From an optimization exercise on the open Yosys and OpenROAD flow, aimed at a short achievable clock period and few clock cycles; shortcuts taken in it are not production practice.
The RTL was checked by simulation tests, not by an equivalence proof against the original design.
Power figures rest on the tool's default switching activity, not on a simulated workload.

--- design/flow/run.sh ---
#!/bin/bash
# synth_recipe.tcl (not shown) runs the flow's synth.tcl, then flattens the netlist and writes it again
# the make line also repeats each setting of config.mk as NAME=value (left out here)
make -C /OpenROAD-flow-scripts/flow DESIGN_CONFIG=/design/flow/config.mk WORK_HOME=/design/flow/orfs CLKGATE_MAP_FILE= SYNTH_SCRIPT=/design/flow/synth_recipe.tcl finish
--- design/flow/config.mk ---
export PLATFORM = sky130hd
export DESIGN_NAME = cache_top
export DESIGN_NICKNAME = cache_top
export VERILOG_FILES = /design/flow/design.v
export SDC_FILE = /design/flow/constraint.sdc
export NUM_CORES = 4
export LEC_CHECK = 0
export ABC_CLOCK_PERIOD_IN_PS = 3000
export CAP_MARGIN = 20
export CORE_MARGIN = 2
export CORE_UTILIZATION = 55
export PLACE_DENSITY = 0.7
export SETUP_SLACK_MARGIN = 5
export SLEW_MARGIN = 20
export TNS_END_PERCENT = 100
--- design/flow/constraint.sdc ---
create_clock -name core_clock -period 10.0 [get_ports {clk}]
set_input_delay 2.0000 -clock core_clock [delete_from_list [all_inputs] [get_ports {clk}]]
set_output_delay 2.0000 -clock core_clock [all_outputs]
set_load 0.01 [all_outputs]
--- design/flow/design.v ---
`default_nettype none
package cache_pkg;
    localparam int addr_bits   = 32;
    localparam int word_bits   = 32;
    localparam int byte_lanes  = 4;
    localparam int index_bits  = 4;
    localparam int offset_bits = 2;
    localparam int tag_bits    = addr_bits - index_bits - offset_bits;
    localparam int num_lines   = 1 << index_bits;
    typedef enum logic [6:0] {
        op_load  = 7'h03,
        op_store = 7'h23
    } opcode_e;
    typedef enum logic [2:0] {
        acc_byte   = 3'd0,
        acc_half   = 3'd1,
        acc_word   = 3'd2,
        acc_byte_u = 3'd4,
        acc_half_u = 3'd5
    } access_e;
    typedef enum logic [2:0] {
        st_idle,
        st_lookup,
        st_writeback,
        st_refill,
        st_respond
    } cache_state_e;
    typedef struct packed {
        logic                    is_store;
        logic [2:0]              kind;      
        logic [tag_bits-1:0]     tag;
        logic [index_bits-1:0]   index;
        logic [offset_bits-1:0]  offset;
        logic [word_bits-1:0]    wdata;
        logic [byte_lanes-1:0]   be;
    } cache_access_t;
    typedef struct packed {
        logic                    start;
        logic                    we;
        logic [addr_bits-1:0]    addr;
        logic [word_bits-1:0]    wdata;
    } mem_req_t;
    typedef struct packed {
        logic                    en;
        logic [index_bits-1:0]   index;
        logic [byte_lanes-1:0]   be;
        logic [word_bits-1:0]    data;
        logic                    set_valid;
        logic                    set_dirty;
        logic [tag_bits-1:0]     tag;
    } line_wr_t;
endpackage
`default_nettype wire
`timescale 1ns/1ps
`default_nettype none
module cache_top (
    input  logic        clk,
    input  logic        rst_b,
    input  logic        req_valid,
    input  logic [6:0]  req_opcode,
    input  logic [2:0]  req_funct3,
    input  logic [31:0] req_addr,
    input  logic [31:0] req_wdata,
    output logic        ready,
    output logic        resp_valid,
    output logic [31:0] resp_rdata,
    output logic        mem_start,
    output logic        mem_we,
    output logic [31:0] mem_addr,
    output logic [31:0] mem_wdata,
    input  logic        mem_done,
    input  logic [31:0] mem_rdata
);
    localparam int RQN = 8;
    localparam int RQB = 3;
    localparam int MQN = 4;
    localparam int MQB = 2;
    logic        a_v, s_v;
    logic        a_st, s_st;
    logic [2:0]  a_f3, s_f3;
    logic [31:0] a_addr, s_addr;
    logic [31:0] a_wd, s_wd;
    logic in_mem;
    logic go;
    logic a_free;
    assign in_mem = (req_opcode == 7'h03) || (req_opcode == 7'h23);
    assign ready  = !s_v;
    assign a_free = !a_v || go;
    always_ff @(posedge clk or negedge rst_b) begin
        if (!rst_b) begin
            a_v <= 1'b0;
            s_v <= 1'b0;
        end else begin
            if (a_free) begin
                a_v <= s_v || (req_valid && in_mem);
                s_v <= 1'b0;
            end else if (!s_v) begin
                s_v <= req_valid && in_mem;
            end
        end
    end
    always_ff @(posedge clk) begin
        if (a_free) begin
            if (s_v) begin
                a_st   <= s_st;
                a_f3   <= s_f3;
                a_addr <= s_addr;
                a_wd   <= s_wd;
            end else begin
                a_st   <= req_opcode[5];
                a_f3   <= req_funct3;
                a_addr <= req_addr;
                a_wd   <= req_wdata;
            end
        end else if (!s_v) begin
            s_st   <= req_opcode[5];
            s_f3   <= req_funct3;
            s_addr <= req_addr;
            s_wd   <= req_wdata;
        end
    end
    logic           valid_q [16];
    logic           dirty_q [16];
    logic           pend_q  [16];
    logic [RQB-1:0] pseq_q  [16];
    logic [3:0]     pmask_q [16];
    logic [25:0]    tag_q   [16];
    logic [31:0]    data_q  [16];
    logic [3:0]     idx;
    logic [25:0]    tag;
    logic [1:0]     off;
    logic           l_valid, l_dirty, l_pend;
    logic [RQB-1:0] l_pseq;
    logic [3:0]     l_pmask;
    logic [25:0]    l_tag;
    logic [31:0]    l_data;
    logic           hit;
    logic           st_ok;
    logic [3:0]     be;
    logic [31:0]    lane;
    logic [63:0]    dbl;
    assign idx     = a_addr[5:2];
    assign tag     = a_addr[31:6];
    assign off     = a_addr[1:0];
    assign l_valid = valid_q[idx];
    assign l_dirty = dirty_q[idx];
    assign l_pend  = pend_q[idx];
    assign l_pseq  = pseq_q[idx];
    assign l_pmask = pmask_q[idx];
    assign l_tag   = tag_q[idx];
    assign l_data  = data_q[idx];
    assign hit     = l_valid && (l_tag == tag);
    assign st_ok   = a_st && (a_f3 == 3'd0 || a_f3 == 3'd1 || a_f3 == 3'd2);
    assign dbl = {a_wd, a_wd} << {off, 3'b000};
    always_comb begin
        lane = dbl[63:32];
        be   = 4'b0000;
        if (a_st) begin
            case (a_f3)
                3'd0: be = 4'b0001 << off;
                3'd1: begin
                    case (off)
                        2'd0:    be = 4'b0011;
                        2'd1:    be = 4'b0110;
                        2'd2:    be = 4'b1100;
                        default: be = 4'b1001;
                    endcase
                end
                3'd2: begin
                    be   = 4'b1111;
                    lane = a_wd;
                end
                default: be = 4'b0000;
            endcase
        end
    end
    logic [RQB:0]   rq_cnt;
    logic [RQB-1:0] rq_hd, rq_tl;
    logic           rq_rdy  [RQN];
    logic [RQB-1:0] rq_wid  [RQN];
    logic [3:0]     rq_mask [RQN];
    logic [31:0]    rq_data [RQN];
    logic [2:0]     rq_fmt  [RQN];
    logic [1:0]     rq_off  [RQN];
    logic           rq_full;
    logic           rq_pop;
    assign rq_full = (rq_cnt == (RQB+1)'(RQN));
    assign rq_pop  = (rq_cnt != '0) && rq_rdy[rq_hd];
    logic [MQB:0]   mq_cnt;
    logic [MQB-1:0] mq_hd, mq_tl;
    logic           mq_wb    [MQN];
    logic           mq_ww    [MQN];    
    logic [RQB-1:0] mq_wid   [MQN];
    logic [3:0]     mq_wmask [MQN];
    logic [25:0]    mq_wtag  [MQN];
    logic [31:0]    mq_wdat  [MQN];
    logic [25:0]    mq_rtag  [MQN];
    logic [3:0]     mq_idx   [MQN];
    logic [RQB-1:0] mq_slot  [MQN];
    logic           mq_full;
    logic           mq_empty;
    assign mq_full  = (mq_cnt == (MQB+1)'(MQN));
    assign mq_empty = (mq_cnt == '0);
    logic           ms_q, mwe_q;
    logic [29:0]    maddr_q;
    logic [31:0]    mwd_q;
    logic [25:0]    c_rtag;
    logic [3:0]     c_idx;
    logic [RQB-1:0] c_slot;
    logic           fill;
    assign fill = ms_q && mem_done && !mwe_q;
    logic        stall;
    logic        miss_go;
    logic        l_fm;         
    logic        e_pend;       
    logic [31:0] e_data;       
    assign l_fm   = fill && l_pend && (l_pseq == c_slot);
    assign e_pend = l_pend && !l_fm;
    always_comb begin
        for (int b = 0; b < 4; b++) begin
            e_data[8*b +: 8] = (l_fm && !l_pmask[b]) ? mem_rdata[8*b +: 8] : l_data[8*b +: 8];
        end
    end
    assign stall   = rq_full || (!hit && mq_full);
    assign go      = a_v && !stall;
    assign miss_go = go && !hit;
    logic take;
    logic take_q;       
    logic take_f;       
    logic l_wb;
    logic [31:0] h_wd;
    assign take   = !ms_q || fill;
    assign take_q = take && !mq_empty;
    assign take_f = take && mq_empty && miss_go;
    assign l_wb   = l_valid && l_dirty;
    assign mem_start = ms_q;
    assign mem_we    = mwe_q;
    assign mem_addr  = {maddr_q, 2'b00};
    assign mem_wdata = mwd_q;
    always_comb begin
        for (int b = 0; b < 4; b++) begin
            h_wd[8*b +: 8] = (mq_ww[mq_hd] && !mq_wmask[mq_hd][b]) ? mem_rdata[8*b +: 8]
                                                                   : mq_wdat[mq_hd][8*b +: 8];
        end
    end
    always_ff @(posedge clk or negedge rst_b) begin
        if (!rst_b) begin
            ms_q <= 1'b0;
        end else if (ms_q && mem_done && mwe_q) begin
            ms_q <= 1'b1;
        end else if (take) begin
            ms_q <= take_q || take_f;
        end
    end
    always_ff @(posedge clk) begin
        if (ms_q && mem_done && mwe_q) begin
            mwe_q   <= 1'b0;
            maddr_q <= {c_rtag, c_idx};
        end else if (take_q) begin
            mwe_q   <= mq_wb[mq_hd];
            maddr_q <= mq_wb[mq_hd] ? {mq_wtag[mq_hd], mq_idx[mq_hd]}
                                    : {mq_rtag[mq_hd], mq_idx[mq_hd]};
            mwd_q   <= h_wd;
            c_rtag  <= mq_rtag[mq_hd];
            c_idx   <= mq_idx[mq_hd];
            c_slot  <= mq_slot[mq_hd];
        end else if (take_f) begin
            mwe_q   <= l_wb;
            maddr_q <= l_wb ? {l_tag, idx} : {tag, idx};
            mwd_q   <= e_data;
            c_rtag  <= tag;
            c_idx   <= idx;
            c_slot  <= rq_tl;
        end
    end
    logic mq_push;
    assign mq_push = miss_go && !take_f;
    always_ff @(posedge clk or negedge rst_b) begin
        if (!rst_b) begin
            mq_cnt <= '0;
            mq_hd  <= '0;
            mq_tl  <= '0;
        end else begin
            if (mq_push) mq_tl <= mq_tl + 1'b1;
            if (take_q)  mq_hd <= mq_hd + 1'b1;
            mq_cnt <= mq_cnt + (MQB+1)'(mq_push) - (MQB+1)'(take_q);
        end
    end
    always_ff @(posedge clk) begin
        for (int k = 0; k < MQN; k++) begin
            if (mq_push && mq_tl == MQB'(k)) begin
                mq_wb[k]    <= l_wb;
                mq_ww[k]    <= e_pend;
                mq_wid[k]   <= l_pseq;
                mq_wmask[k] <= l_pmask;
                mq_wtag[k]  <= l_tag;
                mq_wdat[k]  <= e_data;
                mq_rtag[k]  <= tag;
                mq_idx[k]   <= idx;
                mq_slot[k]  <= rq_tl;
            end else if (fill && mq_ww[k] && mq_wid[k] == c_slot) begin
                mq_ww[k] <= 1'b0;
                for (int b = 0; b < 4; b++) begin
                    if (!mq_wmask[k][b]) mq_wdat[k][8*b +: 8] <= mem_rdata[8*b +: 8];
                end
            end
        end
    end
    always_ff @(posedge clk or negedge rst_b) begin
        if (!rst_b) begin
            for (int i = 0; i < 16; i++) begin
                valid_q[i] <= 1'b0;
                dirty_q[i] <= 1'b0;
                pend_q[i]  <= 1'b0;
            end
        end else begin
            for (int i = 0; i < 16; i++) begin
                if (go && idx == 4'(i)) begin
                    valid_q[i] <= 1'b1;
                    dirty_q[i] <= (hit && l_dirty) || st_ok;
                end
                if (miss_go && idx == 4'(i)) begin
                    pend_q[i] <= 1'b1;
                end else if (fill && c_idx == 4'(i) && pseq_q[i] == c_slot) begin
                    pend_q[i] <= 1'b0;
                end
            end
        end
    end
    always_ff @(posedge clk) begin
        for (int i = 0; i < 16; i++) begin
            if (go && idx == 4'(i)) begin
                tag_q[i] <= tag;
                if (!hit) begin
                    pseq_q[i]  <= rq_tl;
                    pmask_q[i] <= be;
                end else begin
                    pmask_q[i] <= pmask_q[i] | be;
                end
            end
            for (int b = 0; b < 4; b++) begin
                if (go && idx == 4'(i) && be[b]) begin
                    data_q[i][8*b +: 8] <= lane[8*b +: 8];
                end else if (fill && c_idx == 4'(i) && pend_q[i] && pseq_q[i] == c_slot &&
                             !pmask_q[i][b]) begin
                    data_q[i][8*b +: 8] <= mem_rdata[8*b +: 8];
                end
            end
        end
    end
    always_ff @(posedge clk or negedge rst_b) begin
        if (!rst_b) begin
            rq_cnt <= '0;
            rq_hd  <= '0;
            rq_tl  <= '0;
        end else begin
            if (go)     rq_tl <= rq_tl + 1'b1;
            if (rq_pop) rq_hd <= rq_hd + 1'b1;
            rq_cnt <= rq_cnt + (RQB+1)'(go) - (RQB+1)'(rq_pop);
        end
    end
    always_ff @(posedge clk) begin
        for (int j = 0; j < RQN; j++) begin
            if (go && rq_tl == RQB'(j)) begin
                rq_fmt[j] <= a_st ? 3'd3 : a_f3;
                rq_off[j] <= off;
                rq_data[j] <= e_data;
                if (!hit) begin
                    rq_rdy[j]  <= 1'b0;
                    rq_wid[j]  <= rq_tl;
                    rq_mask[j] <= 4'b0000;
                end else begin
                    rq_rdy[j]  <= a_st || !e_pend;
                    rq_wid[j]  <= l_pseq;
                    rq_mask[j] <= l_pmask;
                end
            end else if (fill && !rq_rdy[j] && rq_wid[j] == c_slot) begin
                rq_rdy[j] <= 1'b1;
                for (int b = 0; b < 4; b++) begin
                    if (!rq_mask[j][b]) rq_data[j][8*b +: 8] <= mem_rdata[8*b +: 8];
                end
            end
        end
    end
    logic        rv_q;
    logic [31:0] rd_q;
    logic [31:0] h_data;
    logic [2:0]  h_fmt;
    logic [63:0] h_dbl;
    logic [7:0]  h_b;
    logic [15:0] h_h;
    logic [31:0] h_res;
    assign h_data = rq_data[rq_hd];
    assign h_fmt  = rq_fmt[rq_hd];
    assign h_dbl  = {h_data, h_data} >> {rq_off[rq_hd], 3'b000};
    assign h_b    = h_dbl[7:0];
    assign h_h    = h_dbl[15:0];
    always_comb begin
        case (h_fmt)
            3'd0:    h_res = {{24{h_b[7]}}, h_b};
            3'd1:    h_res = {{16{h_h[15]}}, h_h};
            3'd2:    h_res = h_data;
            3'd4:    h_res = {24'b0, h_b};
            3'd5:    h_res = {16'b0, h_h};
            default: h_res = 32'b0;
        endcase
    end
    always_ff @(posedge clk or negedge rst_b) begin
        if (!rst_b) begin
            rv_q <= 1'b0;
        end else begin
            rv_q <= rq_pop;
        end
    end
    always_ff @(posedge clk) begin
        if (rq_pop) rd_q <= h_res;
    end
    assign resp_valid = rv_q;
    assign resp_rdata = rd_q;
endmodule
`default_nettype wire
==> results.txt <==
-- routing by layer --
metal  vias to the layer above  part of all wire [%]  track usage (%)
met5                         -                 0.050            0.423
met4                        12                   6.1             18.5
met3                      1168                    15             11.3
met2                      5760                    44             53.7
met1                     33900                    35             46.8
li1                      27900                     -                -
-- how the worst min path moves through the flow --
stage / startpoint / endpoint / slack, ps / depth (start not counted)
6_report: valid_q[13] / valid_q[13] / 470 / 1
5_1_grt: valid_q[8] / valid_q[8] / 470 / 1
4_1_cts: valid_q[13] / valid_q[13] / 470 / 1
3_5_place_dp: valid_q[13] / valid_q[13] / 450 / 1
3_3_place_gp: valid_q[15] / valid_q[15] / 450 / 1
2_1_floorplan: valid_q[7] / valid_q[7] / 430 / 1
-- where the power goes --
group	switching, mW	internal (mW)
logic	4.28	2.20
clock network	3.52	4.69
registers	0.278	10.5
total	8.08	17.4
-- cell families (layout without fill, tap and decap cells) --
group | count (synthesis) | count (layout)
mux | 904 | 904
buf+inv | 688 | 1085
fa+ha+maj | 35 | 35
flops | 2133 | 2133
xor+xnor | 105 | 105
other cells | 1 | 7
compound gates | 1859 | 1864
simple gates | 1154 | 1168
-- synth_stat cells (55+ instances only) --
library cell	number
sky130_fd_sc_hd__edfxtp_1	2063
sky130_fd_sc_hd__buf_2	81
sky130_fd_sc_hd__a222oi_1	145
sky130_fd_sc_hd__o22a_1	284
sky130_fd_sc_hd__a221oi_1	96
sky130_fd_sc_hd__xor2_1	61
sky130_fd_sc_hd__mux2i_1	69
sky130_fd_sc_hd__a22o_1	103
sky130_fd_sc_hd__dfrtp_1	69
sky130_fd_sc_hd__mux2_2	823
sky130_fd_sc_hd__inv_1	63
sky130_fd_sc_hd__o21ai_0	251
sky130_fd_sc_hd__nand3_1	141
sky130_fd_sc_hd__o22ai_1	81
sky130_fd_sc_hd__nand2_1	452
sky130_fd_sc_hd__a21oi_1	242
sky130_fd_sc_hd__clkbuf_1	435
sky130_fd_sc_hd__buf_1	59
sky130_fd_sc_hd__nand3b_1	55
sky130_fd_sc_hd__nor2_1	239
sky130_fd_sc_hd__a22oi_1	198
sky130_fd_sc_hd__o211ai_1	55
-- worst max-delay path, stage by stage (launching register included) --
cell                       delay, ps
sky130_fd_sc_hd__edfxtp_1        360
sky130_fd_sc_hd__buf_4           180
sky130_fd_sc_hd__buf_16          190
sky130_fd_sc_hd__and2_1          200
sky130_fd_sc_hd__buf_4           240
sky130_fd_sc_hd__a22o_1          300
sky130_fd_sc_hd__a222oi_1        640
sky130_fd_sc_hd__a21oi_2         170
sky130_fd_sc_hd__xnor2_1         240
sky130_fd_sc_hd__nand4_1         190
sky130_fd_sc_hd__nand4b_1        280
sky130_fd_sc_hd__buf_4           180
sky130_fd_sc_hd__or4_4           630
sky130_fd_sc_hd__a211oi_4        310
sky130_fd_sc_hd__buf_6           190
sky130_fd_sc_hd__buf_8           210
sky130_fd_sc_hd__o21bai_4        260
-- state kept, by name, indices dropped and copies added, names as in the netlist, 24 cells and up --
name     count
pmask_q     64
tag_q      416
mq_rtag    104
data_q     512
mq_wdat    128
maddr_q     30
s_addr      32
rq_wid      24
rq_data    256
c_rtag      26
rd_q        32
a_addr      32
rq_mask     32
mq_wtag    104
mwd_q       32
pseq_q      48
rq_fmt      24
s_wd        32
a_wd        32
-- metrics by stage --
stage / total power [mW] / worst slack [ps] / std cells
2_1_floorplan: 14.6 / 4770 / 6880
6_report: 25.5 / 4800 / 9641
3_5_place_dp: 17.1 / 2770 / 9051
5_1_grt: 26.2 / 4940 / 9636
3_3_place_gp: 16.9 / 2820 / 9038
4_1_cts: 25.2 / 4960 / 9558
-- what timing repair did --
item,CTS,global route
setup endpoints to repair,3181,2037
hold buffers,0,0
resized for setup,250,101
buffers inserted,73,61
gates cloned,29,16
pin swaps,41,27
-- area by class of cell --
type | count | area (µm²) | share of cell area, %
flip-flops and latches | 2133 | 63700 | 56.3
multi-input cells | 4078 | 33000 | 29.1
repair buffers | 610 | 6190 | 5.47
clock buffers | 269 | 5770 | 5.10
well taps | 2340 | 2930 | 2.59
clock inverters | 136 | 1320 | 1.16
inverters | 68 | 285 | 0.252
repair inverters | 2 | 15.0 | 0.0133
diodes | 5 | 12.5 | 0.0111
==> out/qor.json <==
{
  "gp_congestion": {"value": 0.967},
  "synth_xor_xnor_area_share": {"value": 0.942, "unit": "%"},
  "first_global_vias": {"value": 65500},
  "combinational_family_with_the_most_area_after_synthesis": {"value": "compound AO/OA/AOI/OAI gates"},
  "max-vdd-ir-drop": {"value": 0.000230, "unit": "V"},
  "fin_skew": {"value": 43.0, "unit": "ps"},
  "cts.clk_slew.worst_paths": {"value": 60, "unit": "ps"},
  "height_of_the_chip": {"value": 425, "unit": "µm"},
  "cp_data_arrival_time": {"value": 5700, "unit": "ps"},
  "timing.slew.headroom": {"value": 20.9, "unit": "%"},
  "ys.warnings.count": {"value": 23},
  "hpwl": {"value": 199000, "unit": "µm"},
  "initial_core_utilization": {"value": 55.4, "unit": "%"},
  "mostFrequentLayoutCell": {"value": "sky130_fd_sc_hd__edfxtp_1"},
  "final_core_utilization": {"value": 64.2, "unit": "%"},
  "worst-r2r-setup-slack": {"value": 4800, "unit": "ps"},
  "std_cell_rows": {"value": 154},
  "grt.total_usage": {"value": 35.8, "unit": "%"},
  "synth_seq_cells": {"value": 2133},
  "synthTopCellsByArea": {"value": "sky130_fd_sc_hd__edfxtp_1, sky130_fd_sc_hd__mux2_2, sky130_fd_sc_hd__o22a_1, sky130_fd_sc_hd__dfrtp_1, sky130_fd_sc_hd__nand2_1"},
  "worst_skew_pair.late_latency": {"value": 880, "unit": "ps"},
  "min_path_type": {"value": "reg2reg"},
  "synthCells": {"value": 6879},
  "reg2reg_from": {"value": "a_addr[3]"},
  "coreArea": {"value": 176000, "unit": "µm²"},
  "finalMaxSlewViolations": {"value": 0},
  "final.min_clock_period": {"value": 5200, "unit": "ps"},
  "synth_largest_area_cell": {"value": "sky130_fd_sc_hd__edfxtp_1"},
  "clockRootBuffer": {"value": "sky130_fd_sc_hd__clkbuf_16"},
  "hold_violations": {"value": 0},
  "num_cts_buffers": {"value": 214},
  "postSynth.topFlopCell": {"value": "sky130_fd_sc_hd__edfxtp_1"},
  "worst_setup_path_end_kind": {"value": "flip-flop"},
  "rsz_0062_raised_after_global_routing": {"value": "true"},
  "finalSetupViolations": {"value": 0},
  "grt.overflow.total": {"value": 0},
  "number_of_nets_at_the_end_of_the_flow": {"value": 7252},
  "cp-startpoint": {"value": "a_addr[3]"},
  "synth.yosys.seq_area_share": {"value": 65.3, "unit": "%"},
  "flow.area_growth_from_synthesis": {"value": 16.0, "unit": "%"},
  "synth-compound-area-share": {"value": 14.4, "unit": "%"},
  "avgRoutedWirePerCell": {"value": 34.6, "unit": "µm"},
  "grt_pass1_wl": {"value": 469000, "unit": "µm"},
  "leakage": {"value": 37.3, "unit": "nW"},
  "number_of_flops_mapped_to_enable_cells_by_yosys": {"value": 2063},
  "buffer_ports.inserted": {"value": 207},
  "pin_count_of_the_biggest_net_entering_global_routing": {"value": 92},
  "hold-worst-slack": {"value": 467, "unit": "ps"},
  "grt_antenna_before_repair": {"value": 10},
  "via_total_after_detailed_routing": {"value": 68700},
  "yosysUniqueCellTypes": {"value": 97},
  "fillers": {"value": 12600},
  "path_max_fanout": {"value": 29},
  "most-common-layout-cells": {"value": "sky130_fd_sc_hd__edfxtp_1, sky130_fd_sc_hd__mux2_2, sky130_fd_sc_hd__nand2_1"},
  "p_per_area": {"value": 225, "unit": "nW/µm²"},
  "rr_worst_depth": {"value": 16},
  "tritoncts_num_sinks": {"value": 2133},
  "final_cell_area_excluding_filler_cells": {"value": 113000, "unit": "µm²"},
  "run_status": {"value": "complete, no violations"},
  "startpoint_type": {"value": "flip-flop"},
  "wirelength": {"value": 333000, "unit": "µm"},
  "yosys.area_share.adder": {"value": 0.464, "unit": "%"},
  "die_width": {"value": 425, "unit": "µm"},
  "syn_area": {"value": 97600, "unit": "µm²"},
  "postPlaceCellArea": {"value": 102000, "unit": "µm²"},
  "ant_nets": {"value": 0},
  "fmax": {"value": 192, "unit": "MHz"},
  "muxShareOfSynthArea": {"value": 10.4, "unit": "%"},
  "drive_gt1_share": {"value": 26.2, "unit": "%"},
  "asyncSetResetFlopFracSynth": {"value": 3.23, "unit": "%"},
  "finalCritPeriodShare": {"value": 52.0, "unit": "%"},
  "critical_path_required": {"value": 10500, "unit": "ps"},
  "reg2reg_to": {"value": "rq_data[2][26]"},
  "post_synth.cell_area_avg": {"value": 14.2, "unit": "µm²"},
  "drt_initial_violations": {"value": 12200},
  "setup_total_negative_slack": {"value": 0, "unit": "ps"},
  "yosysTopAreaCellShare": {"value": 63.5, "unit": "%"},
  "drt_drc_violations_left": {"value": 0},
  "timing_worst_setup_path_type": {"value": "reg2reg"},
  "clock_tree.htree_level_count": {"value": 4},
  "synth-simple-area-share": {"value": 5.62, "unit": "%"},
  "drtPass1Iterations": {"value": 12},
  "clock_tree.buffer_depth": {"value": 3},
  "drv_cap": {"value": 0},
  "design.die.area": {"value": 181000, "unit": "µm²"},
  "tightestPinTransition": {"value": 1190, "unit": "ps"},
  "tritoncts": {"value": "built"},
  "pin_count": {"value": 210},
  "detail_route.vias_per_cell": {"value": 7.13},
  "crit_path_end": {"value": "rq_data[2][26]"}
}
Testbench counts, summed over its fixed seeds: cycles 83,660.

[static timing again, ports no longer ideal]
In the flow no input, the clock included, has a driving cell. The finished layout below was timed again as built, in two steps. Step 1 sets driving cells, clkbuf_16 on the clock port and buf_2 on the other inputs (assumed; they add their load-dependent delay and slew). Step 2 moves the port delays by t, midway between the first and last clock arrival at a register: inputs arrive t later, outputs are due t later. That takes back most of the time a late clock gives input paths. Three values: ideal ports, drivers, drivers and shift; two values: the first two.
t, ns: 0.943
setup slack, ns: 4.804 / 4.804 / 4.010
clock arrival spread, ns: 0.044 / 0.044
worst register clock-pin slew, ns: 0.07 / 0.07
cell pins on the clock port's net: 1
After both steps setup and hold are still met in this run. For this run, drivers alone change the setup slack by 0.000 ns; drivers and shift together by -0.794 ns.
